Context: an optimization exercise on an open-source flow, tuned for small area. The choices shown serve that exercise and are no tape-out recipe.
RTL that was checked went through simulation tests only; none was proved equivalent to the original.
Power figures rest on the tool's default switching activity, not on a simulated workload.

v55:
==> flow/design.v (excerpt) <==
module ret_core (
    input  wire         clk,
    input  wire         rst_n,
    input  wire         op_strobe,
    input  wire   [7:0] opcode,
    input  wire   [3:0] flags,
    input  wire         push_strobe,
    input  wire  [15:0] push_data,
    output logic [15:0] pc,
    output logic [15:0] sp,
    output logic        busy,
    output logic        done,
    output logic        taken
);
    localparam int NW = 128;
    logic [14:0] spw;        
    logic        t;          
    logic  [2:0] c;          
    logic        accept;
    logic        push_ok;
    logic        cc_true;
    logic        end_nt;     
    logic        ld_lo;      
    logic        ld_hi;      
    logic        fin;
    assign accept  = op_strobe && !busy && (opcode[7:6] == 2'b11) && (opcode[2:0] == 3'b000);
    assign push_ok = push_strobe && !busy;
    assign cc_true = (flags[opcode[5:4]] == opcode[3]);
    assign end_nt = busy && !t && (c == 3'd1);
    assign ld_lo  = busy && (c == 3'd4);
    assign ld_hi  = busy && (c == 3'd7);
    assign fin    = end_nt || ld_hi;
  ...
export LEC_CHECK = 0
export CAP_MARGIN = 20
export CORE_MARGIN = 2
export CORE_UTILIZATION = 55
export SLEW_MARGIN = 20
create_clock -name core_clock -period 5.0 [get_ports {clk}]
standard.sh (not shown) runs the stock make flow with config.mk's settings and CLKGATE_MAP_FILE= SYNTH_SCRIPT=/design/flow/synth_recipe.tcl, a recipe that flattens the netlist after the stock synthesis.
==> flow/flow/run.sh <==
#!/bin/bash
# Layout flow: the standard flow (standard.sh), unchanged except for the
# clock tree: clkbuf_4 leaf buffers on clusters of at most 10 sinks within
# 40 um, and no dummy loads. The clock still reaches every register through
# buffers from the clock port. After global routing, gates on paths with
# positive slack are downsized (ORFS RECOVER_POWER).
set -euo pipefail
export CTS_ARGS="-sink_clustering_enable -repair_clock_nets -sink_clustering_size 10 -sink_clustering_max_diameter 40 -buf_list sky130_fd_sc_hd__clkbuf_4 -dont_use_dummy_load"
export RECOVER_POWER=100
bash standard.sh > standard.log 2>&1
Although v55 finished all stages, its layout failed final checks on capacitance limit, slew limit, setup timing.
Here is what was changed in the inputs of v34 compared with v55.
==> flow/flow/run.sh <==
#!/bin/bash
# Layout flow: the standard flow (standard.sh), unchanged except for the
# clock tree: clkbuf_4 leaf buffers on clusters of at most 10 sinks within
# 40 um, and no dummy loads. The clock still reaches every register through
# buffers from the clock port.
set -euo pipefail
export CTS_ARGS="-sink_clustering_enable -repair_clock_nets -sink_clustering_size 10 -sink_clustering_max_diameter 40 -buf_list sky130_fd_sc_hd__clkbuf_4 -dont_use_dummy_load"
bash standard.sh > standard.log 2>&1
Notes after the runs:
v34 closes out successfully: all stages finished, all timing, DRC and antenna checks passed.
v34 against v55: wire length flat; number of clock buffer instances in the layout flat.
Going from v55 to v34, worst-case setup margin in the final layout now larger, area fraction of clock buffers and clock inverters comparable, core utilization now larger, clock power comparable.
Relative to v34, the following input files were edited for v29:
- SETUP_SLACK_MARGIN: unset -> 0.3
==> flow/flow/run.sh <==
#!/bin/bash
# Layout flow: the standard flow (standard.sh), unchanged except for the
# clock tree: clkbuf_4 leaf buffers on clusters of at most 8 sinks within
# 35 um, and no dummy loads. The clock still reaches every register through
# buffers from the clock port.
set -euo pipefail
export CTS_ARGS="-sink_clustering_enable -repair_clock_nets -sink_clustering_size 8 -sink_clustering_max_diameter 35 -buf_list sky130_fd_sc_hd__clkbuf_4 -dont_use_dummy_load"
bash standard.sh > standard.log 2>&1
==> summary.txt <==
v29 finished all stages; however, its layout fails the closing checks, the failures being setup timing.
Summary of v29 over v34: clock network area share grew by 0.63 points; detailed-route wire length held steady; combined global-route utilization of all metal layers held steady; ratio of final minimum period to clock period grew by 4.2 points.
[compare] base=v34 new=v29: arrival time of data at the critical path endpoint went up by 0.23 ns; total power went up by about 2.2%; sequential share of cell area went down by 0.44 points; vias per cell went down by 0.065.


run G:
The RTL this note starts from:
==> flow/design.v <==
`default_nettype none
package cpu_pkg;
    typedef struct packed {
        logic [1:0] x;
        logic [2:0] y;
        logic [2:0] z;
    } opcode_fields_t;
    typedef struct packed {
        logic [1:0] prefix;
        logic [1:0] cc_group;    
        logic       cc_sense;    
        logic [2:0] low;
    } opcode_cond_t;
    typedef union packed {
        opcode_fields_t f;
        opcode_cond_t   c;
    } opcode_u;
    localparam logic [1:0] OP_X_RETCC = 2'd3;
    localparam logic [2:0] OP_Z_RETCC = 3'd0;
    localparam int FLAG_Z  = 0;
    localparam int FLAG_C  = 1;
    localparam int FLAG_PV = 2;
    localparam int FLAG_S  = 3;
    localparam logic [1:0] CC_GROUP_Z  = 2'd0;
    localparam logic [1:0] CC_GROUP_C  = 2'd1;
    localparam logic [1:0] CC_GROUP_PV = 2'd2;
    localparam logic [1:0] CC_GROUP_S  = 2'd3;
    localparam logic [15:0] SP_RESET    = 16'h0100;
    localparam logic [15:0] PC_RESET    = 16'h0000;
    localparam int          STACK_DEPTH = 256;
    localparam int          STACK_AW    = $clog2(STACK_DEPTH);
endpackage
`default_nettype wire
`default_nettype none
package seq_pkg;
    localparam int XPT_W = 4;
    localparam logic [XPT_W-1:0] XPT_IDLE  = 4'd0;
    localparam logic [XPT_W-1:0] XPT_FIRST = 4'd4;    
    localparam logic [XPT_W-1:0] XPT_LOW_ADDR  = 4'd5;
    localparam logic [XPT_W-1:0] XPT_LOW_READ  = 4'd6;
    localparam logic [XPT_W-1:0] XPT_LOW_WRITE = 4'd7;
    localparam logic [XPT_W-1:0] XPT_HIGH_ADDR  = 4'd8;
    localparam logic [XPT_W-1:0] XPT_HIGH_READ  = 4'd9;
    localparam logic [XPT_W-1:0] XPT_HIGH_WRITE = 4'd10;
    localparam logic [XPT_W-1:0] XPT_LAST = XPT_HIGH_WRITE;
endpackage
`default_nettype wire
`timescale 1ns/1ps
`default_nettype none
module ret_core (
    input  wire         clk,
    input  wire         rst_n,
    input  wire         op_strobe,
    input  wire   [7:0] opcode,
    input  wire   [3:0] flags,
    input  wire         push_strobe,
    input  wire  [15:0] push_data,
    output logic [15:0] pc,
    output logic [15:0] sp,
    output logic        busy,
    output logic        done,
    output logic        taken
);
    localparam int NW = 128;
    logic [14:0] spw;        
    logic        t;          
    logic  [2:0] c;          
    logic        accept;
    logic        push_ok;
    logic        cc_true;
    logic        end_nt;     
    logic        ld_lo;      
    logic        ld_hi;      
    logic        fin;
    assign accept  = op_strobe && !busy && (opcode[7:6] == 2'b11) && (opcode[2:0] == 3'b000);
    assign push_ok = push_strobe && !busy;
    assign cc_true = (flags[opcode[5:4]] == opcode[3]);
    assign end_nt = busy && !t && (c == 3'd1);
    assign ld_lo  = busy && (c == 3'd4);
    assign ld_hi  = busy && (c == 3'd7);
    assign fin    = end_nt || ld_hi;
    always_ff @(posedge clk or negedge rst_n) begin
        if (!rst_n) begin
            busy <= 1'b0;
            done <= 1'b0;
        end else begin
            done <= fin;
            if (accept) begin
                busy <= 1'b1;
            end else if (fin) begin
                busy <= 1'b0;
            end
        end
    end
    always_ff @(posedge clk) begin
        if (busy && !end_nt) begin
            c <= c + 3'd1;
        end else begin
            c <= 3'd0;
        end
        if (accept) begin
            t <= cc_true;
        end
    end
    assign taken = done && t;
    logic [15:0] rd_word;
    always_ff @(posedge clk or negedge rst_n) begin
        if (!rst_n) begin
            spw <= 15'h0080;
            pc  <= 16'h0000;
        end else begin
            if (push_ok) begin
                spw <= spw - 15'd1;
            end else if (ld_hi) begin
                spw <= spw + 15'd1;
            end
            if (ld_lo) begin
                pc[7:0] <= rd_word[7:0];
            end
            if (ld_hi) begin
                pc[15:8] <= rd_word[15:8];
            end
        end
    end
    assign sp = {spw, busy && c[2] && (c[1] || c[0])};
    logic [NW-1:0]    rsel;
    logic [NW-1:0]    wsel;
    logic [NW-1:0]    keep;
    logic [NW*16-1:0] mem;
    logic       busy_n;
    logic [6:0] spw_n;
    always_ff @(posedge clk or negedge rst_n) begin
        if (!rst_n) begin
            busy_n <= 1'b1;
            spw_n  <= ~7'h00;
        end else begin
            if (accept) begin
                busy_n <= 1'b0;
            end else if (fin) begin
                busy_n <= 1'b1;
            end
            if (push_strobe && busy_n) begin
                spw_n <= spw_n + 7'd1;
            end else if (ld_hi) begin
                spw_n <= spw_n - 7'd1;
            end
        end
    end
    always_comb begin
        for (int i = 0; i < NW; i++) begin
            rsel[i] = (spw[6:0] == 7'(i));
        end
        for (int i = 0; i < NW; i++) begin
            wsel[i] = push_ok && rsel[(i + 1) % NW];
            keep[i] = !(push_strobe && busy_n && (spw_n == ~7'((i + 1) % NW)));
        end
    end
    always_ff @(posedge clk) begin
        for (int i = 0; i < NW; i++) begin
            mem[i*16 +: 16] <= (mem[i*16 +: 16] & {16{keep[i]}}) | (push_data & {16{wsel[i]}});
        end
    end
    always_comb begin
        rd_word = '1;
        for (int i = 0; i < NW; i++) begin
            rd_word = rd_word & (mem[i*16 +: 16] | {16{!rsel[i]}});
        end
    end
endmodule
`default_nettype wire
clock: 5.0 ns
lec_check: 0
cap_margin: 20
core_margin: 2
core_utilization: 52
cts_buf_list: sky130_fd_sc_hd__clkbuf_4
cts_cluster_diameter: 80
cts_cluster_size: 24
gpl_timing_driven: 0
slew_margin: 20
run.sh (not shown) runs the stock make flow with config.mk's settings and CLKGATE_MAP_FILE= SYNTH_SCRIPT=/design/flow/synth_recipe.tcl, a recipe that flattens the netlist after the stock synthesis.
Stock flow here: none of the scripts above is used.
Run G never completed; the flow aborted with a tool error in 5_1_grt.
What run F does differently from run G at the input level:
Settings: changing CORE_UTILIZATION from 52 to 60.
Findings:
Run F: GRT-0116 in 5_1_grt -> run aborted
Lower total instance count after detailed placement goes to run F over run G.
[run F] floorplan die width fell 27 µm relative to run G
Cmp run F and run G / number of core rows / lower: run F
Between run G and run F, the final weighted congestion in routability-driven placement does not differ in any meaningful way.
Re worst slack at placement: run F and run G aren't equal, and the lower value belongs to run G.
When the final numbers for run F and run G were put side by side, the HPWL after detailed placement turned out to be greater in run G.
No functional check of the RTL was part of any run of this note.


RTL: one of the versions met above, not the one the previous note started from.
Size: roughly 4500 cells after synthesis, about 67 I/O pins, about 0.077 sq mm of cells after synthesis.
// ret_core
module ret_core (
    input  wire         clk,
    input  wire         rst_n,
    input  wire         op_strobe,
    input  wire   [7:0] opcode,
    input  wire   [3:0] flags,
    input  wire         push_strobe,
    input  wire  [15:0] push_data,
    output logic [15:0] pc,
    output logic [15:0] sp,
    output logic        busy,
    output logic        done,
    output logic        taken
);
export LEC_CHECK = 0
export CAP_MARGIN = 20
export CORE_MARGIN = 2
export CORE_UTILIZATION = 40
export SLEW_MARGIN = 20
create_clock -name core_clock -period 5.0 [get_ports {clk}]
standard.sh (not shown) runs the stock make flow with config.mk's settings and CLKGATE_MAP_FILE= SYNTH_SCRIPT=/design/flow/synth_recipe.tcl, a recipe that flattens the netlist after the stock synthesis.
==> flow/flow/run.sh <==
#!/bin/bash
# Layout flow: the standard flow (standard.sh), unchanged except for the
# clock tree: clkbuf_4 leaf buffers on clusters of at most 10 sinks within
# 40 um, and no dummy loads. The clock still reaches every register through
# buffers from the clock port.
set -euo pipefail
export CTS_ARGS="-sink_clustering_enable -repair_clock_nets -sink_clustering_size 10 -sink_clustering_max_diameter 40 -buf_list sky130_fd_sc_hd__clkbuf_4 -dont_use_dummy_load"
bash standard.sh > standard.log 2>&1
The baseline finished but failed the layout checks on setup timing.
Next try:
==> flow/flow/run.sh (replaced) <==
#!/bin/bash
# Layout flow: the standard flow (standard.sh), unchanged except for the
# clock tree: clkbuf_4 leaf buffers on clusters of at most 8 sinks within
# 35 um, and no dummy loads. The clock still reaches every register through
# buffers from the clock port.
set -euo pipefail
export CTS_ARGS="-sink_clustering_enable -repair_clock_nets -sink_clustering_size 8 -sink_clustering_max_diameter 35 -buf_list sky130_fd_sc_hd__clkbuf_4 -dont_use_dummy_load"
bash standard.sh > standard.log 2>&1
CORE_UTILIZATION = 55   (was 40)
The changed run ran to the end with violations: setup timing.
Via count barely changes.
Synthesized cell count is unchanged.
Setup slack gets better by 0.035 ns.
Wire length came out lower by 4.3%.
Critical path depth stays the same.
Combinational power came out lower by 2.8%.
First-iteration DRC count came out lower by 1.8%.
Hold slack gets better by 0.019 ns.

[port drivers added, routing unchanged]
The flow's constraints put no driver on any port. The routed layouts listed below were extracted and timed again, unchanged, in two steps. Step 1: set_driving_cell puts a clkbuf_16 on clk and a buf_2 on each other input, an assumption about the parent block. Step 2, shift: input delay + t, output delay - t, t = (earliest + latest rising clock arrival at the registers) / 2. This alone moves slack from input paths to output paths. Three values: no drivers, after step 1, after step 2; two values: the first two.
run	t (ns)	setup WS [ns]	worst slew at a driven data input, ns
v55	1.424	-0.324 / -0.324 / -1.173	0.05
v34	1.429	0.167 / 0.167 / 0.167	0.05
v29	1.462	-0.045 / -0.045 / -0.045	0.05
the first run of note 3	1.494	-0.081 / -0.081 / -0.081	0.05
the second run of note 3	1.462	-0.045 / -0.045 / -0.045	0.05
The setup slack of v55, which loses most, moves by 0.000 ns with the drivers and by -0.849 ns with both steps.
